Background: an optimization exercise with open tools, aiming at small area, a short achievable clock period and few clock cycles per item. Do not read the settings as production practice.
In this exercise RTL edits were held to simulation tests only and were not proved equivalent to the original.
Power and IR drop assume default switching activity.

<file path="run.sh">
#!/bin/bash
# synth_recipe.tcl (not shown) runs the flow's synth.tcl, then flattens the netlist and writes it again
# the make line also repeats each setting of config.mk as NAME=value (left out here)
make -C /OpenROAD-flow-scripts/flow DESIGN_CONFIG=/design/flow/config.mk WORK_HOME=/design/flow/orfs CLKGATE_MAP_FILE= SYNTH_SCRIPT=/design/flow/synth_recipe.tcl finish
</file>
<file path="config.mk">
export PLATFORM = sky130hd
export DESIGN_NAME = color_key_corner_search
export DESIGN_NICKNAME = color_key_corner_search
export VERILOG_FILES = /design/flow/design.v
export SDC_FILE = /design/flow/constraint.sdc
export NUM_CORES = 4
export LEC_CHECK = 0
export CAP_MARGIN = 20
export CORE_MARGIN = 2
export CORE_UTILIZATION = 40
export SLEW_MARGIN = 20
</file>
<file path="constraint.sdc">
create_clock -name core_clock -period 7.5 [get_ports {clk}]
set_input_delay 1.5000 -clock core_clock [delete_from_list [all_inputs] [get_ports {clk}]]
set_output_delay 1.5000 -clock core_clock [all_outputs]
set_load 0.01 [all_outputs]
</file>
<file path="design.v">
`timescale 1ns / 1ps
`default_nettype none
package ckcs_pkg;
	localparam int unsigned LUMA_W    = 8;
	localparam int unsigned CHROMA_W  = 8;
	localparam int unsigned ROW_W     = 9;
	localparam int unsigned COL_W     = 10;
	localparam int unsigned THR_W     = 10;
	localparam int unsigned KEY_W     = 24;
	localparam int unsigned CFG_IDX_W = 3;
	localparam int unsigned CFG_DAT_W = 24;
	localparam int unsigned IN_BITS    = 4 * LUMA_W + ROW_W + COL_W;
	localparam int unsigned IN_TDATA_W = ((IN_BITS + 7) / 8) * 8;
	localparam int unsigned OUT_BITS    = 2 * (ROW_W + COL_W);
	localparam int unsigned OUT_TDATA_W = ((OUT_BITS + 7) / 8) * 8;
	typedef enum logic [CFG_IDX_W-1:0] {
		CFG_LEFT_X      = 3'd0,
		CFG_LEFT_Y      = 3'd1,
		CFG_RIGHT_X     = 3'd2,
		CFG_RIGHT_Y     = 3'd3,
		CFG_LEFT_KEY    = 3'd4,
		CFG_RIGHT_KEY   = 3'd5,
		CFG_THRESHOLD   = 3'd6
	} cfg_index_t;
	localparam logic [KEY_W-1:0] KEY_RESET = 24'hFF8080;
	localparam logic [THR_W-1:0] THR_RESET = 10'd15;
	typedef struct packed {
		logic             frame_end;
		logic [COL_W-1:0] pair_column;
		logic [ROW_W-1:0] pixel_row;
		logic [7:0]       chroma_red;
		logic [7:0]       luma_second;
		logic [7:0]       chroma_blue;
		logic [7:0]       luma_first;
	} pixel_pair_t;
	typedef struct packed {
		logic [ROW_W-1:0] row;
		logic [COL_W-1:0] col;
	} corner_t;
	function automatic logic [7:0] abs_diff(input logic [7:0] a, input logic [7:0] b);
		abs_diff = (a > b) ? (a - b) : (b - a);
	endfunction
	function automatic logic [THR_W-1:0] color_dist(input logic [7:0] y, input logic [7:0] u,
			input logic [7:0] v, input logic [KEY_W-1:0] key);
		color_dist = THR_W'(abs_diff(key[23:16], y)) + THR_W'(abs_diff(key[15:8], u))
			+ THR_W'(abs_diff(key[7:0], v));
	endfunction
endpackage
`default_nettype wire
`timescale 1ns / 1ps
`default_nettype none
module color_key_corner_search #(
	parameter int unsigned FRAME_WIDTH  = 640,
	parameter int unsigned FRAME_HEIGHT = 480,
	parameter int unsigned RADIUS       = 25
) (
	input  wire logic                                clk,
	input  wire logic                                arst_n,
	input  wire logic                                s_axis_tvalid,
	output logic                                     s_axis_tready,
	input  wire logic [ckcs_pkg::IN_TDATA_W-1:0]     s_axis_tdata,
	input  wire logic                                s_axis_tlast,
	output logic                                     m_axis_tvalid,
	input  wire logic                                m_axis_tready,
	output logic [ckcs_pkg::OUT_TDATA_W-1:0]         m_axis_tdata,
	input  wire logic                                cfg_wen,
	input  wire logic [ckcs_pkg::CFG_IDX_W-1:0]      cfg_addr,
	input  wire logic [ckcs_pkg::CFG_DAT_W-1:0]      cfg_wdata
);
	localparam logic [10:0] RAD = 11'(RADIUS);
	logic [10:0] w_c, w_hi;
	logic [9:0]  w_lo;
	always_comb begin
		w_c  = cfg_addr[0] ? 11'(cfg_wdata[8:0]) : 11'(cfg_wdata[9:0]);
		w_lo = 10'((w_c > RAD) ? ((w_c - RAD) >> 1) : 11'd0);
		if (cfg_addr[0]) begin
			w_hi = (w_c + RAD <= 11'(FRAME_HEIGHT)) ? (w_c + RAD - 11'd1) : 11'(FRAME_HEIGHT - 1);
		end else begin
			w_hi = (w_c + RAD <= 11'(FRAME_WIDTH)) ? (w_c + RAD - 11'd1) : 11'(FRAME_WIDTH - 1);
		end
	end
	logic [8:0]  l_sxh, r_sxh;      
	logic [9:0]  l_exm1, r_exm1;    
	logic [7:0]  l_syh, r_syh;      
	logic [8:0]  l_eym1, r_eym1;    
	logic [23:0] l_nkey, r_nkey;    
	logic [10:0] nthr;              
	always_ff @(posedge clk or negedge arst_n) begin
		if (!arst_n) begin
			l_sxh  <= '0;
			l_exm1 <= 10'(RADIUS - 1);
			l_syh  <= '0;
			l_eym1 <= 9'(RADIUS - 1);
			r_sxh  <= '0;
			r_exm1 <= 10'(RADIUS - 1);
			r_syh  <= '0;
			r_eym1 <= 9'(RADIUS - 1);
			l_nkey <= ~ckcs_pkg::KEY_RESET;
			r_nkey <= ~ckcs_pkg::KEY_RESET;
			nthr   <= 11'd1024 - 11'(ckcs_pkg::THR_RESET);
		end else if (cfg_wen) begin
			case (cfg_addr)
				3'd0: begin l_sxh <= w_lo[8:0]; l_exm1 <= w_hi[9:0]; end
				3'd1: begin l_syh <= w_lo[7:0]; l_eym1 <= w_hi[8:0]; end
				3'd2: begin r_sxh <= w_lo[8:0]; r_exm1 <= w_hi[9:0]; end
				3'd3: begin r_syh <= w_lo[7:0]; r_eym1 <= w_hi[8:0]; end
				3'd4: l_nkey <= ~cfg_wdata[23:0];
				3'd5: r_nkey <= ~cfg_wdata[23:0];
				3'd6: nthr   <= 11'd1024 - 11'(cfg_wdata[9:0]);
				default: ;
			endcase
		end
	end
	logic [8:0] i_row, i_ch;
	assign i_row = s_axis_tdata[40:32];
	assign i_ch  = s_axis_tdata[50:42];
	function automatic logic [8:0] kdiff(input logic [7:0] x, input logic [7:0] nk);
		logic [8:0] t;
		t     = 9'(x) + 9'(nk);
		kdiff = {t[8], t[7:0] ^ {8{~t[8]}}};
	endfunction
	logic        tready_q, v1_q, v2_q, in_frame_q, res_valid_q;
	logic        last1_q, lin1_q, rin1_q;
	logic [8:0]  row1_q, ch1_q;
	logic [8:0]  ly0_q, ly1_q, lu_q, lv_q, ry0_q, ry1_q, ru_q, rv_q;
	always_ff @(posedge clk) begin
		ly0_q   <= kdiff(s_axis_tdata[7:0],   l_nkey[23:16]);
		ly1_q   <= kdiff(s_axis_tdata[23:16], l_nkey[23:16]);
		lu_q    <= kdiff(s_axis_tdata[15:8],  l_nkey[15:8]);
		lv_q    <= kdiff(s_axis_tdata[31:24], l_nkey[7:0]);
		ry0_q   <= kdiff(s_axis_tdata[7:0],   r_nkey[23:16]);
		ry1_q   <= kdiff(s_axis_tdata[23:16], r_nkey[23:16]);
		ru_q    <= kdiff(s_axis_tdata[15:8],  r_nkey[15:8]);
		rv_q    <= kdiff(s_axis_tdata[31:24], r_nkey[7:0]);
		row1_q  <= i_row;
		ch1_q   <= i_ch;
		last1_q <= s_axis_tlast;
		lin1_q  <= (i_row[8:1] >= l_syh) && (i_row <= l_eym1) && (i_ch >= l_sxh) && (i_ch <= l_exm1[9:1]);
		rin1_q  <= (i_row[8:1] >= r_syh) && (i_row <= r_eym1) && (i_ch >= r_sxh) && (i_ch <= r_exm1[9:1]);
	end
	function automatic logic kmatch(input logic [8:0] dy, input logic [9:0] s1,
			input logic [9:0] k1, input logic dv_c, input logic nt_hi);
		logic [9:0]  y, s2;
		logic [10:0] k2;
		logic        co;
		y  = {2'b00, dy[7:0]};
		s2 = s1 ^ k1 ^ y;
		k2 = {(s1 & k1) | (s1 & y) | (k1 & y), dv_c};
		co = {s2, dy[8]} > {~k2[9:0], 1'b0};
		kmatch = ~(k2[10] ^ nt_hi ^ co);
	endfunction
	logic [9:0] l_a, l_b, l_s1, l_k1, r_a, r_b, r_s1, r_k1;
	logic [1:0] lm, rm;
	logic       last2_q, lhit2_q, lb2_q, rhit2_q, rb2_q;
	logic [8:0] row2_q, ch2_q;
	always_comb begin
		l_a  = {2'b00, lu_q[7:0]};
		l_b  = {2'b00, lv_q[7:0]};
		l_s1 = l_a ^ l_b ^ nthr[9:0];
		l_k1 = {(l_a & l_b) | (l_a & nthr[9:0]) | (l_b & nthr[9:0]), lu_q[8]};
		r_a  = {2'b00, ru_q[7:0]};
		r_b  = {2'b00, rv_q[7:0]};
		r_s1 = r_a ^ r_b ^ nthr[9:0];
		r_k1 = {(r_a & r_b) | (r_a & nthr[9:0]) | (r_b & nthr[9:0]), ru_q[8]};
		lm[0] = kmatch(ly0_q, l_s1, l_k1[9:0], lv_q[8], nthr[10]);
		lm[1] = kmatch(ly1_q, l_s1, l_k1[9:0], lv_q[8], nthr[10]);
		rm[0] = kmatch(ry0_q, r_s1, r_k1[9:0], rv_q[8], nthr[10]);
		rm[1] = kmatch(ry1_q, r_s1, r_k1[9:0], rv_q[8], nthr[10]);
	end
	always_ff @(posedge clk) begin
		row2_q  <= row1_q;
		ch2_q   <= ch1_q;
		last2_q <= last1_q;
		lhit2_q <= lin1_q && (lm[0] || lm[1]);
		lb2_q   <= !lm[0];
		rhit2_q <= rin1_q && (rm[0] || rm[1]);
		rb2_q   <= rm[1];
	end
	logic [8:0]  lb_row, rb_row;
	logic [9:0]  lb_col, rb_col;
	logic        l_upd, r_upd, load;
	function automatic logic nonneg4(input logic [12:0] a, input logic [12:0] b,
			input logic [12:0] c, input logic [12:0] d, input logic e0, input logic e1);
		logic [12:0] s1, k1, s2, k2;
		logic        co;
		s1 = a ^ b ^ c;
		k1 = {((a & b) | (a & c) | (b & c)), e0};
		s2 = s1 ^ k1 ^ d;
		k2 = {((s1[11:0] & k1[11:0]) | (s1[11:0] & d[11:0]) | (k1[11:0] & d[11:0])), e1};
		co = {s2[11:0], 1'b0} > {~k2[11:0], 1'b0};
		nonneg4 = ~(s2[12] ^ k2[12] ^ co);
	endfunction
	always_comb begin
		l_upd = v2_q && lhit2_q && nonneg4({4'd0, row2_q}, {3'd0, lb_col}, ~{4'd0, lb_row},
			~{3'd0, ch2_q, 1'b0}, !lb2_q, 1'b0);
		r_upd = v2_q && rhit2_q && nonneg4({4'd0, row2_q}, {3'd0, ch2_q, 1'b0}, ~{4'd0, rb_row},
			~{3'd0, rb_col}, rb2_q, 1'b1);
		load  = !v2_q && !in_frame_q && !res_valid_q;
	end
	always_ff @(posedge clk) begin
		if (load) begin
			lb_row <= {l_syh, 1'b0};
			lb_col <= l_exm1;
			rb_row <= {r_syh, 1'b0};
			rb_col <= {r_sxh, 1'b0};
		end else begin
			if (l_upd) begin
				lb_row <= row2_q;
				lb_col <= {ch2_q, lb2_q};
			end
			if (r_upd) begin
				rb_row <= row2_q;
				rb_col <= {ch2_q, rb2_q};
			end
		end
	end
	always_ff @(posedge clk or negedge arst_n) begin
		if (!arst_n) begin
			tready_q    <= 1'b1;
			v1_q        <= 1'b0;
			v2_q        <= 1'b0;
			in_frame_q  <= 1'b0;
			res_valid_q <= 1'b0;
		end else begin
			v1_q <= s_axis_tvalid && tready_q;
			v2_q <= v1_q;
			if (s_axis_tvalid && tready_q && s_axis_tlast) begin
				tready_q <= 1'b0;
			end else if (res_valid_q && m_axis_tready) begin
				tready_q <= 1'b1;
			end
			if (v2_q) begin
				in_frame_q <= !last2_q;
			end
			if (v2_q && last2_q) begin
				res_valid_q <= 1'b1;
			end else if (m_axis_tready) begin
				res_valid_q <= 1'b0;
			end
		end
	end
	assign s_axis_tready = tready_q;
	assign m_axis_tvalid = res_valid_q;
	assign m_axis_tdata  = {2'b00, rb_row, rb_col, lb_row, lb_col};
endmodule
`default_nettype wire
</file>
==> results of run 1 <==
-- state kept, by name (all words and copies together), names as in the netlist, 10 cells and up --
register  cells
rb_col       10
l_nkey       24
l_exm1       10
lb_col       10
nthr         11
r_nkey       24
-- critical path: stages --
cell	delay, ns
clkdlybuf4s50_1	0.88
inv_1	0.16
ha_1	0.36
nor2b_1	0.18
a211oi_1	0.50
a31oi_1	0.18
nor2_1	0.60
nor2_1	0.14
o21ai_0	0.20
-- synth_stat cells (39+ instances only) --
cell      number  area share [%]
nor2_1        63             1.3
clkbuf_1      39            0.82
inv_1        214             4.5
o21ai_0      151             4.2
dfrtp_1       91              13
dfstp_2       44             6.5
dfxtp_1      119              13
fa_1          92              10
a21oi_1       57             1.6
ha_1         202              14
xnor2_1      118             5.8
nand2_1      178             3.7
-- area by class of cell --
cell class | count | share of cell area, %
multi-input cells | 1232 | 48.1
flip-flops and latches | 289 | 32.9
repair buffers | 130 | 6.16
clock buffers | 51 | 5.02
inverters | 214 | 3.84
well taps | 592 | 3.54
clock inverters | 10 | 0.437
-- routing by layer --
| metal | vias to the layer above | share of wire, % | global-route usage (%) |
|---|---|---|---|
| met3 | 62 | 4.1 | 2.99 |
| met5 | - | 0 | 0 |
| met1 | 6142 | 49 | 27.8 |
| met2 | 260 | 44 | 30.9 |
| met4 | 0 | 2.6 | 5.86 |
| li1 | 6296 | - | - |
-- where the power goes --
part           leakage, nW  switching (W)  internal (W)  total, W
clock network        0.557       0.000655       0.00101   0.00166
logic                 5.80        0.00222       0.00188   0.00410
registers             2.94       0.000309       0.00208   0.00239
total                 9.30        0.00319       0.00497   0.00816
-- cell families (layout without fill, tap and decap cells) --
kind of cell / after synthesis / after routing
and+or+nand+nor: 399 / 399
AOI/OAI and AO/OA: 390 / 390
adders and majority gates: 294 / 294
DFF: 289 / 289
buffers and inverters: 262 / 405
xor gates and xnor gates: 133 / 133
muxes: 14 / 14
other: 1 / 2
-- worst max-delay path by stage --
stage	end	slack, ns	cells past startpoint	start
3_3_place_gp	l_eym1[1]$_DFFE_PN0P_	2.77	9	cfg_wdata[3]
4_1_cts	l_eym1[0]$_DFFE_PN0P_	3.28	9	cfg_wdata[3]
2_1_floorplan	l_eym1[8]$_DFFE_PN0P_	3.91	10	cfg_wdata[4]
3_5_place_dp	l_eym1[1]$_DFFE_PN0P_	2.71	9	cfg_wdata[3]
5_1_grt	l_eym1[2]$_DFFE_PN0P_	2.93	9	cfg_wdata[3]
6_report	l_eym1[0]$_DFFE_PN0P_	3.22	9	cfg_wdata[3]
-- through the flow --
stage | cells | worst slack [ns]
2_1_floorplan | 1783 | 3.91
3_3_place_gp | 2457 | 2.77
3_5_place_dp | 2457 | 2.71
4_1_cts | 2518 | 3.28
5_1_grt | 2518 | 2.93
6_report | 2518 | 3.22
==> flow_metrics.env, run 1 <==
export IMPL_worstSetupPathType="in -> reg"
export IMPL_report_final_slew_viol_count=0
export IMPL_tns_ns=0
export IMPL_finalHoldViolCount=0
export IMPL_p_leak_nw=9.30
export IMPL_synth_edf_count=35
export IMPL_grt_antenna_before_repair=1
export IMPL_yosysSeqAreaShare_pct=38.3
export IMPL_cap_violations=0
export IMPL_status="timing/DRC/antenna clean"
export IMPL_hpwl_um=35400
export IMPL_drc=0
export IMPL_rsz0062_at_grt="no"
export IMPL_grt_pass1_vias=13035
export IMPL_ys_types=70
export IMPL_final_core_util_pct=47.3
export IMPL_reg2reg_from="rb_row[3]$_DFFE_PP_"
export IMPL_multi_input_area_mm2=0.0101
export IMPL_synth_top_family_by_area="adder cells"
export IMPL_fin_skew_ns=0.0149
export IMPL_design_area_mm2=0.0209
export IMPL_grt_max_degree=82
export IMPL_wl_per_cell_um=17.6
export IMPL_vias_per_cell=5.07
export IMPL_fin_crit_ns=4.28
export IMPL_netlist_area_mm2=0.0179
export IMPL_final_cell_mix="inv_1 (214), ha_1 (202), nand2_1 (177)"
export IMPL_cts_tree="yes"
export IMPL_period_share_pct=57.1
export IMPL_synth_simple_area_share_pct=10.6
export IMPL_synth_main_ff_cell="dfxtp_1"
export IMPL_hold_class="reg -> reg"
export IMPL_overflow=0
export IMPL_power_density_mw_per_mm2=390
export IMPL_min_from="ch1_q[6]$_DFF_P_"
export IMPL_cts_sinks=289
export IMPL_ctsHoldBuffers=0
export IMPL_cp_max_fo=17
export IMPL_die_h_um=216
export IMPL_rrSetupSlack_ns=3.33
export IMPL_synthMuxAreaShare_pct=0.803
export IMPL_worstRegToRegCells=9
export IMPL_drt_pass1_iter_count=6
export IMPL_final_nets=2284
export IMPL_synth_xor_area_share_pct=6.50
export IMPL_diodes=0
export IMPL_vias=12760
export IMPL_die_w_um=216
export IMPL_fp_coreArea_mm2=0.0442
export IMPL_whs_path_depth=0
export IMPL_ant_nets=0
export IMPL_clk_path_buf_depth=3
export IMPL_syn_mean_instance_area_um2=10.1
export IMPL_finalSetupViolations=0
export IMPL_row_count=77
export IMPL_timing_fmax_ghz=0.234
export IMPL_slew_limit_headroom_pct=23.7
export IMPL_htreeDepth=2
export IMPL_synth_seq_cells=289
export IMPL_syn_to_final_growth_pct=16.7
export IMPL_insertion_delay_ns=0.53
export IMPL_start_util_pct=40.5
export IMPL_max_vdd_ir_drop_mv=0.214
export IMPL_cp_start_kind="input pin"
export IMPL_worst_pin_slew_ns=1.13
export IMPL_routed_wirelength_um=44400
export IMPL_power_total_w=0.00816
export IMPL_io_pins=131
export IMPL_synth_compound_area_share_pct=13.7
export IMPL_r2r_end="rb_row[5]$_DFFE_PP_"
export IMPL_yosysWarnings=1
export IMPL_port_buffers=122
export IMPL_final_fill_count=4146
export IMPL_grt_pass1_wl_um=71400
export IMPL_gp_congestion=0.901
export IMPL_grt_use_total_pct=19.6
export IMPL_critPathCaptureType="flip-flop"
export IMPL_dr_first_iter_drc_count=692
export IMPL_seq_area_mm2=0.00687
export IMPL_crit_arrival_ns=4.71
export IMPL_die_area_mm2=0.0465
export IMPL_drive_gt1_share_pct=7.06
export IMPL_cts_setup_buffers=0
export IMPL_layout_commonest_cell="inv_1"
export IMPL_required_ns=7.93
export IMPL_holdPathEnd="ch2_q[6]$_DFF_P_"
export IMPL_post_dp_cell_area_mm2=0.0197
export IMPL_async_reset_ff_share_pct=46.7
export IMPL_hold_ws_ns=0.322
export IMPL_numCtsBuffers=34
export IMPL_root_buffer="clkbuf_16"
export IMPL_cts_resized=0
export IMPL_synth_adder_area_share_pct=24.4
export IMPL_path_clk_slew_ns=0.06
export IMPL_synth_cells=1782
Testbench counts, summed over its fixed seeds: cycles 2,457,648, items 2,457,600.
==> inputs of run 2 (changes only) <==
--- a/config.mk
+++ b/config.mk
@@ -8,4 +8,5 @@
 export CAP_MARGIN = 20
 export CORE_MARGIN = 2
 export CORE_UTILIZATION = 40
+export SETUP_SLACK_MARGIN = 4.5
 export SLEW_MARGIN = 20
==> flow_metrics.env, run 2 <==
export IMPL_worst_pin_slew_ns=0.797
export IMPL_insertion_delay_ns=0.53
export IMPL_power_density_mw_per_mm2=398
export IMPL_final_fill_count=3954
export IMPL_yosysSeqAreaShare_pct=38.3
export IMPL_synth_common_cells="inv_1 (214), ha_1 (202), nand2_1 (178)"
export IMPL_grt_use_total_pct=20.1
export IMPL_finalSetupViolations=0
export IMPL_die_h_um=216
export IMPL_synth_cells=1782
export IMPL_fin_skew_ns=0.0123
export IMPL_die_area_mm2=0.0465
export IMPL_yosysWarnings=1
export IMPL_io_pins=131
export IMPL_worstRegToRegCells=12
export IMPL_overflow=0
export IMPL_vias_per_cell=5.05
export IMPL_cp_max_fo=6
export IMPL_syn_mean_instance_area_um2=10.1
export IMPL_min_from="ch1_q[2]$_DFF_P_"
export IMPL_tns_ns=0
export IMPL_timing_fmax_ghz=0.304
export IMPL_syn_to_final_growth_pct=25.8
export IMPL_status="timing/DRC/antenna clean"
export IMPL_holdPathEnd="ch2_q[2]$_DFF_P_"
export IMPL_hpwl_um=35300
export IMPL_cts_tree="yes"
export IMPL_multi_input_area_mm2=0.0114
export IMPL_final_cell_count_no_fill=2566
export IMPL_clk_path_buf_depth=3
export IMPL_p_leak_nw=9.86
export IMPL_ys_types=70
export IMPL_slew_limit_headroom_pct=46.9
export IMPL_grt_pass1_vias=13351
export IMPL_ant_nets=0
export IMPL_required_ns=7.79
export IMPL_synth_top_area_cell="ha_1"
export IMPL_hold_class="reg -> reg"
export IMPL_drt_pass1_iter_count=5
export IMPL_routed_wirelength_um=46200
export IMPL_async_reset_ff_share_pct=46.7
export IMPL_power_total_w=0.00898
export IMPL_r2r_end="rb_col[5]$_DFFE_PP_"
export IMPL_root_buffer="clkbuf_16"
export IMPL_drive_gt1_share_pct=19.5
export IMPL_layout_commonest_cell="inv_1"
export IMPL_gp_congestion=0.899
export IMPL_numCtsBuffers=35
export IMPL_yosysMostFrequentCell="inv_1"
export IMPL_worstSetupPathType="reg -> reg"
export IMPL_max_vdd_ir_drop_mv=0.259
export IMPL_grt_max_degree=82
export IMPL_vias=12961
export IMPL_synth_area_top_cells="ha_1 (14%), dfxtp_1 (13%), dfrtp_1 (13%)"
export IMPL_synth_top_area_share_pct=14.1
export IMPL_grt_antenna_before_repair=0
export IMPL_finalHoldViolCount=0
export IMPL_final_cell_mix="inv_1 (197), nand2_1 (176), ha_1 (154)"
export IMPL_die_w_um=216
export IMPL_report_final_slew_viol_count=0
export IMPL_synth_seq_cells=289
export IMPL_dp_cells=2456
export IMPL_cts_sinks=289
export IMPL_period_share_pct=43.8
export IMPL_rrSetupSlack_ns=4.21
export IMPL_grt_pass1_wl_um=73300
export IMPL_top_regs="l_nkey (24), r_nkey (24), nthr (11)"
export IMPL_diodes=0
export IMPL_start_util_pct=40.5
export IMPL_drc=0
export IMPL_wl_per_cell_um=18.0
export IMPL_fin_crit_ns=3.29
export IMPL_final_nets=2330
export IMPL_dr_first_iter_drc_count=804
export IMPL_critPathCaptureType="flip-flop"
export IMPL_cap_violations=0
export IMPL_cp_start_kind="flip-flop"
export IMPL_path_clk_slew_ns=0.06
export IMPL_seq_area_mm2=0.00688
export IMPL_port_buffers=122
export IMPL_row_count=77
export IMPL_crit_arrival_ns=3.58
export IMPL_whs_path_depth=0
export IMPL_rsz0062_at_grt="yes"
export IMPL_reg2reg_from="row2_q[5]$_DFF_P_"
export IMPL_synth_edf_count=35
export IMPL_netlist_area_mm2=0.0179
export IMPL_htreeDepth=2
export IMPL_synth_main_ff_cell="dfxtp_1"
export IMPL_fp_coreArea_mm2=0.0442
==> run 2: cell count changes in the layout (fill, tap and decap cells not counted), moves of 28 or more <==
| cell | previous run | this run |
|---|---|---|
| buf_4 | 7 | 39 |
| clkdlybuf4s50_1 | 121 | 47 |
| dlygate4sd2_1 | 0 | 35 |
| ha_1 | 202 | 154 |
| ha_4 | 0 | 45 |
| o21ai_0 | 151 | 123 |
==> run 2: layer usage <==
layer | routed length (um) | part of all wire, % | global-route usage, %
met5 | 0 | 0 | 0
met2 | 21400 | 46 | 32.6
met3 | 1820 | 3.9 | 3.28
met4 | 900 | 1.9 | 5.36
met1 | 22100 | 48 | 27.9
==> run 2: logic make-up after synthesis <==
family	after synthesis	synth area share, %
muxes	14	0.803
xor gates and xnor gates	133	6.50
and+or+nand+nor	399	10.6
AOI/OAI and AO/OA	390	13.7
buffers and inverters	262	5.57
adders and majority gates	294	24.4
other	1	0.0209
DFF	289	38.3
==> run 2: metrics by stage <==
| stage | utilization [%] | hold WS, ns | setup slack, ns | area (um^2) |
|---|---|---|---|---|
| detailed placement | 45.9 | 0.312 | 2.86 | 20300 |
| finish | 51.0 | 0.320 | 4.21 | 22500 |
| floorplan | - | 0.310 | 4.26 | 18500 |
| CTS | 49.7 | 0.319 | 4.19 | 22000 |
| global placement | 45.9 | 0.310 | 2.91 | 20300 |
| global route | 51.0 | 0.322 | 4.15 | 22500 |
==> run 2: critical path, cell delays in order (launching register included) <==
cell and delay [ns]:
dfxtp_2 0.33, inv_2 0.05, fa_1 0.56, inv_2 0.05
fa_1 0.54, ha_4 0.21, a21o_1 0.16, a21o_1 0.20
a21oi_4 0.19, a21oi_4 0.10, o31a_4 0.32, buf_12 0.15
a22o_1 0.19
==> run 2: where the power goes <==
part           switching, W  internal, W  total, W
registers          0.000332      0.00208   0.00242
clock network      0.000657     0.000929   0.00159
logic               0.00258      0.00240   0.00498
==> run 2: final cells by class <==
class | instances | share of cell area (%)
inverters | 214 | 3.60
clock buffers | 50 | 4.41
well taps | 592 | 3.29
flip-flops and latches | 289 | 30.5
multi-input cells | 1235 | 50.4
repair buffers | 172 | 7.33
clock inverters | 14 | 0.405
==> run 2: timing repair <==
item	CTS	global route
setup buffers	25	17
gates resized for setup	206	104
setup endpoints to repair	240	153
hold buffers	0	0
pin swaps	54	50
cloned	3	1
==> run 2: worst max-delay path by stage <==
stage / startpoint / to / slack [ns] / cells after the start
after detailed placement: cfg_wdata[0] / r_eym1[0]$_DFFE_PN0P_ / 2.86 / 9
after global routing: row2_q[5]$_DFF_P_ / rb_col[5]$_DFFE_PP_ / 4.15 / 12
after global placement: cfg_wdata[0] / l_eym1[0]$_DFFE_PN0P_ / 2.91 / 9
after floorplan: rb_row[5]$_DFFE_PP_ / rb_col[1]$_DFFE_PP_ / 4.26 / 11
final: row2_q[5]$_DFF_P_ / rb_col[5]$_DFFE_PP_ / 4.21 / 12
after CTS: rb_row[5]$_DFFE_PP_ / rb_row[8]$_DFFE_PP_ / 4.19 / 11
==> inputs of run 3 (changes only) <==
--- a/config.mk
+++ b/config.mk
@@ -8,5 +8,5 @@
 export CAP_MARGIN = 20
 export CORE_MARGIN = 2
 export CORE_UTILIZATION = 40
-export SETUP_SLACK_MARGIN = 4.5
+export SETUP_SLACK_MARGIN = 4.0
 export SLEW_MARGIN = 20
==> flow_metrics.env, run 3 <==
export IMPL_routed_wirelength_um=45100
export IMPL_start_util_pct=40.5
export IMPL_io_pins=131
export IMPL_gp_congestion=0.911
export IMPL_synth_simple_area_share_pct=10.6
export IMPL_synth_cells=1782
export IMPL_synth_xor_area_share_pct=6.50
export IMPL_drt_pass1_iter_count=6
export IMPL_numCtsBuffers=34
export IMPL_grt_pass1_wl_um=71500
export IMPL_path_clk_slew_ns=0.06
export IMPL_vias=12842
export IMPL_cp_max_fo=8
export IMPL_fin_skew_ns=0.0216
export IMPL_synth_compound_area_share_pct=13.7
export IMPL_htreeDepth=2
export IMPL_worst_pin_slew_ns=0.829
export IMPL_netlist_area_mm2=0.0179
export IMPL_slew_limit_headroom_pct=44.7
export IMPL_critPathCaptureType="flip-flop"
export IMPL_worst_path_max_delay_cell="clkdlybuf4s50_1"
export IMPL_drive_gt1_share_pct=9.71
export IMPL_multi_input_area_mm2=0.0104
export IMPL_syn_mean_instance_area_um2=10.1
export IMPL_crit_arrival_ns=3.85
export IMPL_synth_top_family_by_area="adder cells"
export IMPL_fin_crit_ns=3.44
export IMPL_cts_sinks=289
export IMPL_required_ns=7.91
export IMPL_p_leak_nw=9.43
export IMPL_max_vdd_ir_drop_mv=0.234
export IMPL_ant_nets=0
export IMPL_grt_max_degree=73
export IMPL_synth_edf_count=35
export IMPL_fp_coreArea_mm2=0.0442
export IMPL_synth_common_cells="inv_1 (214), ha_1 (202), nand2_1 (178)"
export IMPL_dr_first_iter_drc_count=666
export IMPL_synth_area_top_cells="ha_1 (14%), dfxtp_1 (13%), dfrtp_1 (13%)"
export IMPL_finalHoldViolCount=0
export IMPL_yosysSeqAreaShare_pct=38.3
export IMPL_seq_area_mm2=0.00687
export IMPL_synthMuxAreaShare_pct=0.803
export IMPL_tns_ns=0
export IMPL_hpwl_um=35300
export IMPL_worstSetupPathType="in -> reg"
export IMPL_yosysWarnings=1
export IMPL_yosysMostFrequentCell="inv_1"
export IMPL_ys_types=70
export IMPL_final_core_util_pct=47.9
export IMPL_syn_to_final_growth_pct=18.3
export IMPL_final_cell_mix="inv_1 (213), ha_1 (200), nand2_1 (177)"
export IMPL_grt_antenna_before_repair=3
export IMPL_finalSetupViolations=0
export IMPL_cap_violations=0
export IMPL_row_count=77
export IMPL_layout_commonest_cell="inv_1"
export IMPL_report_final_slew_viol_count=0
export IMPL_drc=0
export IMPL_overflow=0
export IMPL_die_h_um=216
export IMPL_synth_top_area_cell="ha_1"
export IMPL_grt_pass1_vias=13182
export IMPL_final_nets=2294
export IMPL_cts_tree="yes"
export IMPL_cp_start_kind="input pin"
export IMPL_port_buffers=122
export IMPL_power_density_mw_per_mm2=389
export IMPL_grt_use_total_pct=19.7
export IMPL_async_reset_ff_share_pct=46.7
export IMPL_vias_per_cell=5.08
export IMPL_status="timing/DRC/antenna clean"
export IMPL_root_buffer="clkbuf_16"
export IMPL_clk_path_buf_depth=3
export IMPL_synth_top_area_share_pct=14.1
export IMPL_synth_seq_cells=289
export IMPL_synth_adder_area_share_pct=24.4
export IMPL_period_share_pct=45.8
export IMPL_path_cells="clkdlybuf4s50_1 -> ha_1 -> fa_1 -> a21o_1 -> a21oi_2 -> nor2b_1 -> o21a_1 -> nor2_2 -> o21ai_4 -> xnor2_1"
export IMPL_diodes=0
export IMPL_rsz0062_at_grt="yes"
export IMPL_synth_main_ff_cell="dfxtp_1"
export IMPL_die_w_um=216
export IMPL_wl_per_cell_um=17.8
export IMPL_final_fill_count=4118
export IMPL_place_ws_ns=2.75
export IMPL_insertion_delay_ns=0.53
export IMPL_top_regs="l_nkey (24), r_nkey (24), nthr (11)"
export IMPL_hold_class="reg -> reg"
export IMPL_worst_slack_ns=4.06
export IMPL_power_total_w=0.00825
export IMPL_critPathMaxStageDelay_ns=0.50
export IMPL_die_area_mm2=0.0465
export IMPL_timing_fmax_ghz=0.291
## run 3: changes by cell type in the layout (fill, tap and decap cells not counted), sizes merged, moves of 8 or more
| cell | previous run | this run |
|---|---|---|
| buf | 61 | 20 |
| dlygate4sd2 | 35 | 4 |
| clkdlybuf4s50 | 47 | 109 |
| clkbuf | 58 | 47 |
| dlymetal6s2s | 12 | 2 |
| clkdlybuf4s15 | 9 | 1 |
## run 3: area by class of cell
type                    count  share of cell area, %
well taps                 592                   3.50
repair buffers            138                   6.30
clock buffers              45                   4.50
inverters                 214                   3.79
multi-input cells        1234                   49.0
clock inverters            16                  0.537
flip-flops and latches    289                   32.4
## run 3: cells by family (layout without fill, tap and decap cells)
kind of cell | count (synthesis) | after routing
adder cells (fa/ha/maj) | 294 | 294
flip-flops | 289 | 289
multiplexers | 14 | 14
XOR/XNOR | 133 | 133
buffers and inverters | 262 | 413
AND/OR/NAND/NOR | 399 | 400
AO/OA/AOI/OAI | 390 | 391
other | 1 | 2
## run 3: through the flow
stage | area [um^2] | hold WS (ns) | std cells
floorplan | 17900 | 0.310 | 1783
global placement | 19800 | 0.310 | 2458
detailed placement | 19800 | 0.312 | 2458
CTS | 21000 | 0.313 | 2526
global route | 21200 | 0.324 | 2528
finish | 21200 | 0.324 | 2528
## run 3: what timing repair did
action	CTS	global route
gates resized for setup	42	44
pin swaps	5	6
hold buffers	0	0
setup endpoints to repair	133	131
gates cloned	2	0
buffers inserted	5	2
## run 3: worst paths after layout
path / endpoint / cells after the start / startpoint / slack (ns)
max in group asynchronous: l_syh[2]$_DFFE_PN0P_ / 2 / arst_n / 5.16
worst max register to register: rb_col[9]$_DFFE_PP_ / 10 / rb_row[5]$_DFFE_PP_ / 4.09
min in group asynchronous: r_nkey[21]$_DFFE_PN0P_ / 1 / arst_n / 0.98
worst min-delay path: row2_q[2]$_DFF_P_ / 0 / row1_q[2]$_DFF_P_ / 0.32
worst min register to register: row2_q[2]$_DFF_P_ / 0 / row1_q[2]$_DFF_P_ / 0.32
worst max-delay path: ry0_q[6]$_DFF_P_ / 10 / s_axis_tdata[0] / 4.06
## run 3: critical path, delay by kind of cell
kind	cells	cell delay, ns
AO/OA/AOI/OAI	4	0.72
adder cells (fa/ha/maj)	2	0.69
buffers and inverters	1	0.50
AND/OR/NAND/NOR	2	0.28
XOR/XNOR	1	0.16
## run 3: power by group
group | switching, W | total [W] | internal (W)
registers | 0.000313 | 0.00239 | 0.00208
clock network | 0.000654 | 0.00159 | 0.000932
logic | 0.00230 | 0.00427 | 0.00196
total | 0.00327 | 0.00825 | 0.00497
## run 3: routing by layer
layer	GRT usage [%]	vias up	share of wire, %
met5	0	-	0.024
met4	6.25	2	2.7
met1	27.3	6170	48
met2	31.6	290	45
met3	3.04	67	4.7
li1	-	6313	-
==> inputs of run 4 (changes only) <==
--- a/config.mk
+++ b/config.mk
@@ -7,6 +7,6 @@
 export LEC_CHECK = 0
 export CAP_MARGIN = 20
 export CORE_MARGIN = 2
-export CORE_UTILIZATION = 40
+export CORE_UTILIZATION = 60
 export SETUP_SLACK_MARGIN = 4.0
 export SLEW_MARGIN = 20
==> flow_metrics.env, run 4 <==
export IMPL_layout_commonest_cell="inv_1"
export IMPL_hold_class="reg -> reg"
export IMPL_top_regs="l_nkey (24), r_nkey (24), nthr (11)"
export IMPL_synth_common_cells="inv_1 (214), ha_1 (202), nand2_1 (178)"
export IMPL_post_dp_cell_area_mm2=0.0195
export IMPL_clock_power_share_pct=20.5
export IMPL_cp_start_kind="flip-flop"
export IMPL_hpwl_um=33400
export IMPL_seqPwrFrac_pct=28.7
export IMPL_synth_main_ff_cell="dfxtp_1"
export IMPL_io_pins=131
export IMPL_yosysMostFrequentCell="inv_1"
export IMPL_p_leak_nw=9.51
export IMPL_die_area_mm2=0.0312
export IMPL_root_buffer="clkbuf_16"
export IMPL_grt_use_total_pct=29.0
export IMPL_synth_top_area_share_pct=14.1
export IMPL_cap_violations=0
export IMPL_syn_mean_instance_area_um2=10.1
export IMPL_gp_congestion=0.915
export IMPL_die_w_um=177
export IMPL_row_count=63
export IMPL_port_buffers=122
export IMPL_path_cells="fa_1 -> inv_1 -> fa_1 -> ha_1 -> a21o_1 -> a21o_1 -> a211oi_2 -> o21a_1 -> nor3_4 -> buf_4 -> a22o_1"
export IMPL_internal_power_w=0.00508
export IMPL_max_vdd_ir_drop_mv=0.226
export IMPL_synth_edf_count=35
export IMPL_cts_tree="yes"
export IMPL_finalHoldViolCount=0
export IMPL_synth_top_area_cell="ha_1"
export IMPL_async_reset_ff_share_pct=46.7
export IMPL_reg2reg_from="lb_row[2]$_DFFE_PP_"
export IMPL_ant_nets=0
export IMPL_grt_max_degree=79
export IMPL_synth_seq_cells=289
export IMPL_cp_max_fo=9
export IMPL_grt_pass1_vias=12998
export IMPL_whs_path_depth=0
export IMPL_numCtsBuffers=34
export IMPL_overflow=0
export IMPL_wl_per_cell_um=19.1
export IMPL_power_switching_w=0.00334
export IMPL_critPathMaxStageDelay_ns=0.53
export IMPL_vias_per_cell=5.56
export IMPL_drc=0
export IMPL_insertion_delay_ns=0.52
export IMPL_fin_crit_ns=3.45
export IMPL_drive_gt1_share_pct=10.0
export IMPL_routed_wirelength_um=44400
export IMPL_drt_pass1_iter_count=8
export IMPL_cts_sinks=289
export IMPL_final_cell_mix="inv_1 (214), ha_1 (198), nand2_1 (176)"
export IMPL_crit_arrival_ns=3.71
export IMPL_ctsHoldBuffers=0
export IMPL_start_util_pct=60.8
export IMPL_p_comb_share_pct=50.8
export IMPL_dr_first_iter_drc_count=857
export IMPL_final_nets=2293
export IMPL_ys_types=70
export IMPL_switching_share_pct=39.7
export IMPL_worstRegToRegCells=11
export IMPL_path_clk_slew_ns=0.06
export IMPL_final_core_util_pct=71.6
export IMPL_vias=12947
export IMPL_rsz0062_at_grt="yes"
export IMPL_clk_path_buf_depth=3
export IMPL_period_share_pct=46.0
export IMPL_grt_antenna_before_repair=1
export IMPL_critPathTopFamily="adder cells"
export IMPL_yosysSeqAreaShare_pct=38.3
export IMPL_fp_coreArea_mm2=0.0295
export IMPL_fin_skew_ns=0.0200
export IMPL_grt_pass1_wl_um=69700
export IMPL_holdPathEnd="ch2_q[7]$_DFF_P_"
export IMPL_worst_pin_slew_ns=0.830
export IMPL_yosysWarnings=1
export IMPL_report_final_slew_viol_count=0
export IMPL_power_total_w=0.00842
export IMPL_worstSetupPathType="reg -> reg"
export IMPL_syn_to_final_growth_pct=17.9
export IMPL_critPathCaptureType="flip-flop"
export IMPL_design_area_mm2=0.0211
export IMPL_finalSetupViolations=0
export IMPL_power_density_mw_per_mm2=399
export IMPL_required_ns=7.76
export IMPL_slew_limit_headroom_pct=44.1
export IMPL_netlist_area_mm2=0.0179
export IMPL_rrSetupSlack_ns=4.05
export IMPL_final_fill_count=2255
export IMPL_synth_cells=1782
export IMPL_htreeDepth=2
export IMPL_tns_ns=0
export IMPL_r2r_end="lb_row[2]$_DFFE_PP_"
export IMPL_worst_path_max_delay_cell="fa_1"
export IMPL_synth_area_top_cells="ha_1 (14%), dfxtp_1 (13%), dfrtp_1 (13%)"
export IMPL_die_h_um=177
export IMPL_cp_num_buf_inv=2
export IMPL_timing_fmax_ghz=0.290
export IMPL_status="timing/DRC/antenna clean"
export IMPL_min_from="ch1_q[7]$_DFF_P_"
==> run 4: cell counts after synthesis <==
No cell type changed its count.
==> run 4: logic make-up after synthesis <==
group / synth area share (%)
AND/OR/NAND/NOR: 10.6
flip-flops: 38.3
multiplexers: 0.803
AO/OA/AOI/OAI: 13.7
XOR/XNOR: 6.50
adder cells (fa/ha/maj): 24.4
buffers and inverters: 5.57
other: 0.0209
==> run 4: what timing repair did <==
action                                  CTS  global route
endpoints found under the hold margin     0             0
buffers inserted                          5             4
gates resized for setup                  44            45
endpoints found under the setup margin  143           170
pin swaps                                 2             6
gates cloned                              2             0
==> run 4: power by group through the flow <==
stage	Combinational, W	Clock [W]	Sequential, W
2_1_floorplan	0.00292	0	0.00234
3_3_place_gp	0.00393	0	0.00244
3_5_place_dp	0.00405	0	0.00244
4_1_cts	0.00417	0.00175	0.00242
5_1_grt	0.00486	0.00181	0.00247
6_report	0.00428	0.00172	0.00242
==> run 4: metal layers <==
layer / share of wire, % / GRT usage, % / up-vias
li1: - / - / 6307
met1: 48 / 42.9 / 6245
met2: 45 / 45.1 / 320
met3: 4.9 / 3.93 / 75
met4: 2.3 / 7.09 / 0
met5: 0 / 0 / -
==> run 4: final cells by class <==
| class | instances | area (um^2) | share of cell area (%) |
|---|---|---|---|
| clock inverters | 14 | 139 | 0.658 |
| repair buffers | 137 | 1370 | 6.48 |
| inverters | 214 | 803 | 3.80 |
| flip-flops and latches | 289 | 6870 | 32.5 |
| diodes | 1 | 2.50 | 0.0118 |
| clock buffers | 48 | 1050 | 4.97 |
| multi-input cells | 1234 | 10400 | 49.2 |
| well taps | 390 | 488 | 2.31 |
==> run 4: per-stage QoR <==
stage	setup slack [ns]	cells	hold WS, ns
after floorplan	4.06	1783	0.310
after global placement	2.82	2252	0.311
after detailed placement	2.77	2252	0.312
final	4.05	2327	0.324
after global routing	3.94	2326	0.329
after CTS	4.01	2321	0.325
==> run 4: worst max-delay path by stage <==
stage	from	to	slack, ns	depth (start not counted)
floorplan	s_axis_tdata[24]	rv_q[7]$_DFF_P_	4.06	9
detailed placement	cfg_wdata[3]	l_eym1[3]$_DFFE_PN1P_	2.77	9
finish	lb_row[2]$_DFFE_PP_	lb_row[2]$_DFFE_PP_	4.05	11
global route	s_axis_tdata[46]	rin1_q$_DFF_P_	3.94	9
global placement	cfg_wdata[3]	l_eym1[3]$_DFFE_PN1P_	2.82	9
CTS	s_axis_tdata[0]	ly0_q[2]$_DFF_P_	4.01	10
==> run 4: worst reg2reg max path, delay by kind of cell, from the launching register on <==
family          cells  cell delay [ns]
fa+ha+maj           3             1.32
flops               1             0.44
buf+inv             2             0.27
compound gates      5             1.10
simple gates        1             0.06
==> inputs of run 5 (changes only) <==
==> flow/run.sh (new file) <==
#!/bin/bash
# Standard layout, with the port buffers made from buf_1 cells.
cp standard.sh standard_sh.txt
export BUFFER_PORTS_ARGS="-buffer_cell sky130_fd_sc_hd__buf_1"
bash standard.sh > standard.log 2>&1
==> standard.sh (new file) <==
#!/bin/bash
# synth_recipe.tcl (not shown) runs the flow's synth.tcl, then flattens the netlist and writes it again
# the make line also repeats each setting of config.mk as NAME=value (left out here)
make -C /OpenROAD-flow-scripts/flow DESIGN_CONFIG=/design/flow/config.mk WORK_HOME=/design/flow/orfs CLKGATE_MAP_FILE= SYNTH_SCRIPT=/design/flow/synth_recipe.tcl "${@:-finish}"
--- a/config.mk
+++ b/config.mk
@@ -7,6 +7,8 @@
 export LEC_CHECK = 0
 export CAP_MARGIN = 20
 export CORE_MARGIN = 2
-export CORE_UTILIZATION = 60
+export CORE_UTILIZATION = 40
+export CTS_BUF_LIST = sky130_fd_sc_hd__clkbuf_4 sky130_fd_sc_hd__clkbuf_8
+export CTS_CLUSTER_SIZE = 20
 export SETUP_SLACK_MARGIN = 4.0
 export SLEW_MARGIN = 20
removed: run.sh
==> flow_metrics.env, run 5 <==
export IMPL_synth_top_area_share_pct=14.1
export IMPL_seqPwrFrac_pct=29.7
export IMPL_syn_to_final_growth_pct=13.4
export IMPL_synth_cells=1782
export IMPL_row_count=77
export IMPL_hold_ws_ns=0.322
export IMPL_synth_area_top_cells="ha_1 (14%), dfxtp_1 (13%), dfrtp_1 (13%)"
export IMPL_critPathCaptureType="flip-flop"
export IMPL_top_regs="l_nkey (24), r_nkey (24), nthr (11)"
export IMPL_cp_start_kind="input pin"
export IMPL_power_density_mw_per_mm2=395
export IMPL_grt_antenna_before_repair=4
export IMPL_vias=12873
export IMPL_die_w_um=216
export IMPL_slew_limit_headroom_pct=24.7
export IMPL_p_comb_share_pct=50.0
export IMPL_fin_skew_ns=0.0237
export IMPL_io_pins=131
export IMPL_async_reset_ff_share_pct=46.7
export IMPL_holdPathEnd="ch2_q[6]$_DFF_P_"
export IMPL_yosysSeqAreaShare_pct=38.3
export IMPL_dr_first_iter_drc_count=674
export IMPL_reg2reg_from="rb_row[3]$_DFFE_PP_"
export IMPL_min_from="ch1_q[6]$_DFF_P_"
export IMPL_yosysMostFrequentCell="inv_1"
export IMPL_synth_top_area_cell="ha_1"
export IMPL_start_util_pct=40.5
export IMPL_power_total_w=0.00803
export IMPL_hold_class="reg -> reg"
export IMPL_worst_pin_slew_ns=1.12
export IMPL_yosysWarnings=1
export IMPL_rrSetupSlack_ns=4.12
export IMPL_seq_area_mm2=0.00687
export IMPL_synth_common_cells="inv_1 (214), ha_1 (202), nand2_1 (178)"
export IMPL_die_area_mm2=0.0465
export IMPL_path_clk_slew_ns=0.06
export IMPL_cp_max_fo=14
export IMPL_ctsHoldBuffers=0
export IMPL_grt_max_degree=76
export IMPL_crit_arrival_ns=3.85
export IMPL_status="timing/DRC/antenna clean"
export IMPL_ant_nets=0
export IMPL_power_switching_w=0.00321
export IMPL_grt_pass1_vias=13347
export IMPL_p_leak_nw=9.10
export IMPL_top_usage_layer="met2"
export IMPL_layout_commonest_cell="inv_1"
export IMPL_synth_seq_cells=289
export IMPL_worstRegToRegCells=11
export IMPL_fp_coreArea_mm2=0.0442
export IMPL_final_fill_count=4280
export IMPL_max_vdd_ir_drop_mv=0.184
export IMPL_htreeDepth=2
export IMPL_timing_fmax_ghz=0.295
export IMPL_internal_power_w=0.00482
export IMPL_routed_wirelength_um=44400
export IMPL_grt_use_total_pct=19.7
export IMPL_gp_congestion=0.879
export IMPL_use_met3_pct=3.41
export IMPL_cts_sinks=289
export IMPL_crit_start="cfg_wdata[6]"
export IMPL_overflow=0
export IMPL_clock_power_share_pct=20.2
export IMPL_insertion_delay_ns=0.63
export IMPL_rsz0062_at_grt="no"
export IMPL_numCtsBuffers=51
export IMPL_root_buffer="clkbuf_8"
export IMPL_report_final_slew_viol_count=0
export IMPL_drive_gt1_share_pct=10.3
export IMPL_netlist_area_mm2=0.0179
export IMPL_drc=0
export IMPL_met1_usage_pct=27.3
export IMPL_final_cell_mix="inv_1 (212), ha_1 (200), nand2_1 (177)"
export IMPL_drt_pass1_iter_count=5
export IMPL_switching_share_pct=39.9
export IMPL_vias_per_cell=5.02
export IMPL_finalSetupViolations=0
export IMPL_hpwl_um=35000
export IMPL_multi_input_area_mm2=0.0101
export IMPL_finalHoldViolCount=0
export IMPL_final_nets=2309
export IMPL_ys_types=70
export IMPL_whs_path_depth=0
export IMPL_wl_per_cell_um=17.3
export IMPL_port_buffers=122
export IMPL_syn_mean_instance_area_um2=10.1
export IMPL_worstSetupPathType="in -> reg"
export IMPL_cap_violations=0
export IMPL_grt_pass1_wl_um=71900
export IMPL_required_ns=7.96
export IMPL_clk_path_buf_depth=3
export IMPL_period_share_pct=45.2
export IMPL_fin_crit_ns=3.39
export IMPL_cts_tree="yes"
export IMPL_die_h_um=216
export IMPL_synth_main_ff_cell="dfxtp_1"
export IMPL_synth_edf_count=35
export IMPL_r2r_end="rb_col[8]$_DFFE_PP_"
export IMPL_grtUsageMet2_pct=31.1
export IMPL_tns_ns=0
-- run 5: cell types whose count changed in the layout (fill, tap and decap cells not counted), moves of 8 or more --
cell / previous run / this run
clkbuf_16: 39 / 0
buf_1: 0 / 117
clkbuf_8: 4 / 63
clkdlybuf4s50_1: 107 / 0
clkbuf_4: 0 / 15
clkinv_2: 5 / 13
-- run 5: power by group through the flow --
| stage | clock network (W) | registers (W) | logic [W] |
|---|---|---|---|
| finish | 0.00162 | 0.00239 | 0.00402 |
| global route | 0.00174 | 0.00245 | 0.00466 |
| CTS | 0.00167 | 0.00240 | 0.00402 |
| detailed placement | 0 | 0.00243 | 0.00394 |
| global placement | 0 | 0.00242 | 0.00382 |
| floorplan | 0 | 0.00234 | 0.00292 |
-- run 5: worst max-delay path by stage --
| stage | to | slack (ns) | cells past startpoint |
|---|---|---|---|
| after CTS | rb_row[7]$_DFFE_PP_ | 4.02 | 11 |
| after global placement | l_exm1[7]$_DFFE_PN0P_ | 3.12 | 9 |
| final | l_syh[3]$_DFFE_PN0P_ | 4.11 | 5 |
| after detailed placement | r_eym1[3]$_DFFE_PN1P_ | 3.10 | 9 |
| after global routing | l_exm1[7]$_DFFE_PN0P_ | 4.00 | 10 |
| after floorplan | rv_q[7]$_DFF_P_ | 4.06 | 9 |
-- run 5: critical path, stage by stage --
cell	delay, ns
buf_1	0.35
nor4_1	0.77
inv_1	0.08
o21ai_0	0.88
o21ai_0	0.26
-- run 5: final cells by class --
cell class                      instances  share of cell area (%)
Multi-Input combinational cell       1234                    50.0
Sequential cell                       289                    33.8
Clock buffer                           77                    4.79
Inverter                              214                    3.96
Tap cell                              592                    3.65
Timing Repair Buffer                  136                    2.88
Clock inverter                         19                   0.930
Antenna cell                            1                  0.0123
-- run 5: repair_timing --
item / 4_1_cts / 5_1_grt
setup buffers: 2 / 1
pin swaps: 2 / 2
gates cloned: 2 / 0
resized for setup: 10 / 10
endpoints found under the setup margin: 73 / 89
-- run 5: per-layer routing --
layer | wire length, um | vias to the layer above
met2 | 19900 | 286
met5 | 36 | -
met1 | 21000 | 6145
li1 | - | 6358
met3 | 2190 | 78
met4 | 1310 | 6
-- run 5: kinds of logic (layout without fill, tap and decap cells) --
family / after synthesis / after routing / share of synthesized area [%]
buffers and inverters: 262 / 446 / 5.57
adders and majority gates: 294 / 294 / 24.4
AOI/OAI and AO/OA: 390 / 391 / 13.7
other: 1 / 3 / 0.0209
and+or+nand+nor: 399 / 400 / 10.6
xor gates and xnor gates: 133 / 133 / 6.50
DFF: 289 / 289 / 38.3
muxes: 14 / 14 / 0.803
-- run 5: per-stage QoR --
stage	instance area [um^2]	setup slack (ns)	util (%)	std cells
floorplan	17900	4.06	-	1783
global placement	19000	3.12	43.0	2460
detailed placement	19000	3.10	43.0	2460
CTS	20300	4.02	45.8	2560
global route	20300	4.00	45.9	2562
finish	20300	4.11	45.9	2562
==> inputs of run 6 (changes only) <==
--- a/config.mk
+++ b/config.mk
@@ -8,7 +8,5 @@
 export CAP_MARGIN = 20
 export CORE_MARGIN = 2
 export CORE_UTILIZATION = 40
-export CTS_BUF_LIST = sky130_fd_sc_hd__clkbuf_4 sky130_fd_sc_hd__clkbuf_8
-export CTS_CLUSTER_SIZE = 20
 export SETUP_SLACK_MARGIN = 4.0
 export SLEW_MARGIN = 20
==> flow_metrics.env, run 6 <==
export IMPL_synth_top_area_cell="ha_1"
export IMPL_htreeDepth=2
export IMPL_worst_path_max_delay_cell="o21ai_0"
export IMPL_power_total_w=0.00808
export IMPL_async_reset_ff_share_pct=46.7
export IMPL_die_area_mm2=0.0465
export IMPL_die_w_um=216
export IMPL_required_ns=7.86
export IMPL_worstRegToRegCells=11
export IMPL_crit_arrival_ns=3.79
export IMPL_syn_mean_instance_area_um2=10.1
export IMPL_slew_limit_headroom_pct=25.6
export IMPL_drc=0
export IMPL_report_final_slew_viol_count=0
export IMPL_drive_gt1_share_pct=8.20
export IMPL_gp_congestion=0.879
export IMPL_ys_types=70
export IMPL_wl_per_cell_um=17.7
export IMPL_overflow=0
export IMPL_netlist_area_mm2=0.0179
export IMPL_routed_wirelength_um=44900
export IMPL_synth_main_ff_cell="dfxtp_1"
export IMPL_yosysSeqAreaShare_pct=38.3
export IMPL_final_fill_count=4237
export IMPL_whs_path_depth=0
export IMPL_dr_first_iter_drc_count=658
export IMPL_layout_commonest_cell="inv_1"
export IMPL_final_nets=2295
export IMPL_root_buffer="clkbuf_16"
export IMPL_power_density_mw_per_mm2=398
export IMPL_grt_pass1_wl_um=72000
export IMPL_fin_skew_ns=0.0129
export IMPL_die_h_um=216
export IMPL_yosysMostFrequentCell="inv_1"
export IMPL_grt_use_total_pct=19.8
export IMPL_synth_top_area_share_pct=14.1
export IMPL_top_regs="l_nkey (24), r_nkey (24), nthr (11)"
export IMPL_hold_class="reg -> reg"
export IMPL_tns_ns=0
export IMPL_max_vdd_ir_drop_mv=0.207
export IMPL_insertion_delay_ns=0.54
export IMPL_syn_to_final_growth_pct=13.3
export IMPL_start_util_pct=40.5
export IMPL_worst_pin_slew_ns=1.10
export IMPL_critPathMaxStageDelay_ns=0.87
export IMPL_hpwl_um=35000
export IMPL_vias_per_cell=5.05
export IMPL_synth_cells=1782
export IMPL_cts_sinks=289
export IMPL_io_pins=131
export IMPL_critPathCaptureType="flip-flop"
export IMPL_worstSetupPathType="in -> reg"
export IMPL_timing_fmax_ghz=0.292
export IMPL_port_buffers=122
export IMPL_fp_coreArea_mm2=0.0442
export IMPL_grt_pass1_vias=13245
export IMPL_cap_violations=0
export IMPL_ctsHoldBuffers=0
export IMPL_drt_pass1_iter_count=4
export IMPL_fin_crit_ns=3.43
export IMPL_synth_common_cells="inv_1 (214), ha_1 (202), nand2_1 (178)"
export IMPL_path_cells="buf_1 -> nor4_1 -> inv_1 -> o21ai_0 -> o21ai_0"
export IMPL_grt_max_degree=76
export IMPL_path_common_cell="o21ai_0"
export IMPL_finalHoldViolCount=0
export IMPL_row_count=77
export IMPL_p_leak_nw=9.04
export IMPL_synth_seq_cells=289
export IMPL_numCtsBuffers=35
export IMPL_cts_tree="yes"
export IMPL_final_cell_mix="inv_1 (212), ha_1 (200), nand2_1 (177)"
export IMPL_period_share_pct=45.7
export IMPL_ant_nets=0
export IMPL_status="timing/DRC/antenna clean"
export IMPL_cp_start_kind="input pin"
export IMPL_synth_area_top_cells="ha_1 (14%), dfxtp_1 (13%), dfrtp_1 (13%)"
export IMPL_rsz0062_at_grt="no"
export IMPL_finalSetupViolations=0
export IMPL_path_clk_slew_ns=0.06
export IMPL_clk_path_buf_depth=3
export IMPL_cp_max_fo=13
export IMPL_grt_antenna_before_repair=5
export IMPL_synth_edf_count=35
export IMPL_vias=12798
export IMPL_yosysWarnings=1
-- run 6: cell counts after synthesis --
Identical to the previous run, type by type.
-- run 6: layout make-up --
type	instances	area [um^2]	share of cell area [%]
inverters	214	803	3.96
diodes	1	2.50	0.0123
clock inverters	12	128	0.629
well taps	592	741	3.65
flip-flops and latches	289	6870	33.8
repair buffers	137	599	2.95
clock buffers	52	991	4.88
multi-input cells	1235	10200	50.1
-- run 6: power breakdown --
| part | leakage (nW) | switching (W) | internal [W] |
|---|---|---|---|
| Combinational | 5.55 | 0.00223 | 0.00181 |
| Sequential | 2.94 | 0.000308 | 0.00208 |
| Clock | 0.548 | 0.000668 | 0.000989 |
| Total | 9.04 | 0.00320 | 0.00488 |
-- run 6: final timing paths --
check	from	to	slack [ns]
max in group asynchronous	arst_n	r_syh[6]$_DFFE_PN0P_	4.97
min in group asynchronous	arst_n	r_nkey[22]$_DFFE_PN0P_	1.04
max reg2reg	rb_row[3]$_DFFE_PP_	rb_col[9]$_DFFE_PP_	4.12
max	cfg_wdata[7]	l_syh[3]$_DFFE_PN0P_	4.07
min	ch1_q[6]$_DFF_P_	ch2_q[6]$_DFF_P_	0.32
min reg2reg	ch1_q[6]$_DFF_P_	ch2_q[6]$_DFF_P_	0.32
-- run 6: repair_timing --
action,4_1_cts,5_1_grt
gates resized for setup,14,12
pin swaps,3,2
setup endpoints to repair,75,76
buffers inserted,2,2
cloned,3,0
-- run 6: cell families after synthesis --
group | Yosys count | synth area share [%]
AOI/OAI and AO/OA | 390 | 13.7
xor gates and xnor gates | 133 | 6.50
adders and majority gates | 294 | 24.4
buffers and inverters | 262 | 5.57
DFF | 289 | 38.3
muxes | 14 | 0.803
other | 1 | 0.0209
and+or+nand+nor | 399 | 10.6
-- run 6: critical path, delay by kind of cell --
family / cells / cell delay (ns)
buffers and inverters: 2 / 0.42
AO/OA/AOI/OAI: 2 / 1.12
AND/OR/NAND/NOR: 1 / 0.73
-- run 6: metal layers --
| metal | global-route usage (%) | vias up | routed length, um |
|---|---|---|---|
| met1 | 27.3 | 6104 | 21000 |
| met3 | 3.52 | 80 | 2140 |
| met4 | 6.16 | 8 | 1260 |
| met2 | 31.7 | 289 | 20400 |
| li1 | - | 6317 | - |
| met5 | 0 | - | 46 |
-- run 6: metrics by stage --
stage | worst slack (ns) | instances | hold slack (ns) | util (%) | instance area [um^2]
CTS | 4.01 | 2529 | 0.312 | 45.7 | 20200
global placement | 3.12 | 2460 | 0.310 | 43.0 | 19000
global route | 4.00 | 2532 | 0.330 | 45.9 | 20300
finish | 4.07 | 2532 | 0.316 | 45.9 | 20300
floorplan | 4.06 | 1783 | 0.310 | - | 17900
detailed placement | 3.10 | 2460 | 0.312 | 43.0 | 19000
==> inputs of run 7 (changes only) <==
--- a/config.mk
+++ b/config.mk
@@ -8,5 +8,5 @@
 export CAP_MARGIN = 20
 export CORE_MARGIN = 2
 export CORE_UTILIZATION = 40
-export SETUP_SLACK_MARGIN = 4.0
+export SETUP_SLACK_MARGIN = 4.3
 export SLEW_MARGIN = 20
==> flow_metrics.env, run 7 <==
export IMPL_numCtsBuffers=35
export IMPL_yosysMostFrequentCell="inv_1"
export IMPL_hold_class="reg -> reg"
export IMPL_die_area_mm2=0.0465
export IMPL_fin_skew_ns=0.0188
export IMPL_die_h_um=216
export IMPL_drt_pass1_iter_count=4
export IMPL_port_buffers=122
export IMPL_cts_sinks=289
export IMPL_yosysSeqAreaShare_pct=38.3
export IMPL_routed_wirelength_um=45500
export IMPL_overflow=0
export IMPL_met1_usage_pct=27.3
export IMPL_vias_per_cell=5.10
export IMPL_io_pins=131
export IMPL_grt_pass1_wl_um=72900
export IMPL_switching_share_pct=40.0
export IMPL_cts_tree="yes"
export IMPL_path_clk_slew_ns=0.06
export IMPL_reg2reg_from="lb_row[7]$_DFFE_PP_"
export IMPL_insertion_delay_ns=0.55
export IMPL_synth_seq_cells=289
export IMPL_synth_top_area_cell="ha_1"
export IMPL_seqPwrFrac_pct=27.5
export IMPL_vias=13032
export IMPL_start_util_pct=40.5
export IMPL_required_ns=7.81
export IMPL_top_usage_layer="met2"
export IMPL_async_reset_ff_share_pct=46.7
export IMPL_grt_max_degree=56
export IMPL_grt_pass1_vias=13472
export IMPL_dr_first_iter_drc_count=647
export IMPL_min_from="ch1_q[8]$_DFF_P_"
export IMPL_tns_ns=0
export IMPL_gp_congestion=0.875
export IMPL_worst_pin_slew_ns=0.852
export IMPL_layout_commonest_cell="inv_1"
export IMPL_crit_arrival_ns=3.62
export IMPL_use_met3_pct=3.19
export IMPL_htreeDepth=2
export IMPL_p_comb_share_pct=52.8
export IMPL_p_leak_nw=9.27
export IMPL_final_fill_count=4110
export IMPL_power_switching_w=0.00348
export IMPL_cap_violations=0
export IMPL_crit_start="lb_row[7]$_DFFE_PP_"
export IMPL_netlist_area_mm2=0.0179
export IMPL_syn_mean_instance_area_um2=10.1
export IMPL_clock_power_share_pct=19.7
export IMPL_internal_power_w=0.00522
export IMPL_drive_gt1_share_pct=13.9
export IMPL_synth_cells=1782
export IMPL_drc=0
export IMPL_final_cell_mix="inv_1 (201), ha_1 (191), nand2_1 (176)"
export IMPL_power_density_mw_per_mm2=413
export IMPL_rsz0062_at_grt="yes"
export IMPL_top_regs="l_nkey (24), r_nkey (24), nthr (11)"
export IMPL_worstSetupPathType="reg -> reg"
export IMPL_finalHoldViolCount=0
export IMPL_hpwl_um=35000
export IMPL_grtUsageMet2_pct=32.3
export IMPL_cp_max_fo=7
export IMPL_cp_start_kind="flip-flop"
export IMPL_worst_slack_ns=4.20
export IMPL_wl_per_cell_um=17.8
export IMPL_grt_antenna_before_repair=3
export IMPL_critPathCaptureType="flip-flop"
export IMPL_period_share_pct=44.0
export IMPL_synth_edf_count=35
export IMPL_fp_coreArea_mm2=0.0442
export IMPL_synth_main_ff_cell="dfxtp_1"
export IMPL_power_total_w=0.00870
export IMPL_die_w_um=216
export IMPL_report_final_slew_viol_count=0
export IMPL_final_nets=2316
export IMPL_ant_nets=0
export IMPL_hold_ws_ns=0.326
export IMPL_syn_to_final_growth_pct=17.7
export IMPL_synth_area_top_cells="ha_1 (14%), dfxtp_1 (13%), dfrtp_1 (13%)"
export IMPL_ys_types=70
export IMPL_finalSetupViolations=0
export IMPL_slew_limit_headroom_pct=43.1
export IMPL_yosysWarnings=1
export IMPL_status="timing/DRC/antenna clean"
export IMPL_max_vdd_ir_drop_mv=0.203
export IMPL_place_ws_ns=3.14
export IMPL_fin_crit_ns=3.30
export IMPL_grt_use_total_pct=20.0
export IMPL_row_count=77
export IMPL_timing_fmax_ghz=0.303
export IMPL_clk_path_buf_depth=3
export IMPL_synth_common_cells="inv_1 (214), ha_1 (202), nand2_1 (178)"
export IMPL_root_buffer="clkbuf_16"
export IMPL_synth_top_area_share_pct=14.1
## run 7: path summary, 6_finish.rpt
path                       depth (start not counted)                     end  slack, ns
hold reg to reg                                    0        ch2_q[8]$_DFF_P_       0.33
setup reg to reg                                  10     lb_col[5]$_DFFE_PP_       4.20
min in group asynchronous                          1  r_nkey[23]$_DFFE_PN0P_       1.07
hold / removal                                     0        ch2_q[8]$_DFF_P_       0.33
setup / recovery                                  10     lb_col[5]$_DFFE_PP_       4.20
max in group asynchronous                          2   l_eym1[3]$_DFFE_PN1P_       5.33
## run 7: critical path: stages, from the launching register on
cell and delay [ns]:
edfxtp_1 0.43, fa_1 0.54, inv_2 0.04, fa_1 0.54
ha_4 0.22, a211o_1 0.34, a211oi_2 0.20, o21a_1 0.20
nor3_4 0.08, or2_4 0.31, clkbuf_16 0.18
## run 7: cell families (layout without fill, tap and decap cells)
kind of cell	count (synthesis)	count (layout)	share of synthesized area [%]
muxes	14	14	0.803
other	1	4	0.0209
xor gates and xnor gates	133	133	6.50
DFF	289	289	38.3
adders and majority gates	294	294	24.4
AOI/OAI and AO/OA	390	393	13.7
and+or+nand+nor	399	401	10.6
buffers and inverters	262	434	5.57
## run 7: layer usage
metal  vias up  share of wire (%)  routed length (um)
li1       6376                  -                   -
met1      6323                 47               21200
met2       258                 46               21100
met3        71                4.5                2050
met4         4                2.6                1170
met5         -              0.044                  20
## run 7: cell type report
cell class                 count  area, um^2  share of cell area (%)
multi-input combinational   1237       10700                    50.7
clock inverter                16         179                   0.849
timing repair buffer         156         793                    3.76
sequential                   289        6880                    32.6
inverter                     214         803                    3.81
clock buffer                  48        1000                    4.77
antenna                        2        5.00                  0.0237
tap                          592         741                    3.51
## run 7: power groups by stage
stage	combinational [W]	sequential, W	clock [W]
global placement	0.00385	0.00242	0
global route	0.00527	0.00245	0.00182
floorplan	0.00297	0.00234	0
detailed placement	0.00403	0.00242	0
finish	0.00460	0.00239	0.00171
CTS	0.00428	0.00240	0.00175
## run 7: repair_timing
action | 4_1_cts | 5_1_grt
endpoints found under the setup margin | 105 | 114
pin swaps | 21 | 37
gates cloned | 6 | 1
hold buffers | 0 | 0
endpoints found under the hold margin | 0 | 0
resized for setup | 42 | 61
setup buffers | 12 | 9
## run 7: per-stage QoR
step,cell area [um^2],instances,util (%)
floorplan,18200,1783,-
global placement,19200,2460,43.5
detailed placement,19200,2460,43.5
CTS,20700,2542,46.9
global route,21100,2553,47.7
finish,21100,2554,47.7

[afterwards: timing with drivers on the ports]
In the flow no input, the clock included, has a driving cell. The finished layouts below were timed again as built, in two steps.
Step 1 sets driving cells, clkbuf_16 on the clock port and buf_2 on the other inputs (assumed; they add their load-dependent delay and slew).
Step 2 also shifts input and output timing later by t, the mid clock arrival at the registers, as if the neighbouring blocks saw the same clock.
Slacks: ideal / step 1 / step 2; pairs: ideal / step 1.
run	shift t [ns]	setup WS [ns]	worst slew at a driven data input, ns
run 1	0.575	3.219 / 3.249 / 2.674	0.08
run 2	0.581	4.212 / 4.212 / 3.916	0.08
run 3	0.578	4.062 / 4.086 / 3.511	0.07
run 4	0.560	4.049 / 4.049 / 3.547	0.05
run 5	0.667	4.109 / 4.116 / 3.449	0.09
run 6	0.587	4.073 / 4.093 / 3.506	0.09
run 7	0.591	4.199 / 4.199 / 3.819	0.09
After both steps every run listed still meets setup and hold. For run 5, which loses most, drivers alone change the setup slack by +0.007 ns; drivers and shift together by -0.660 ns.
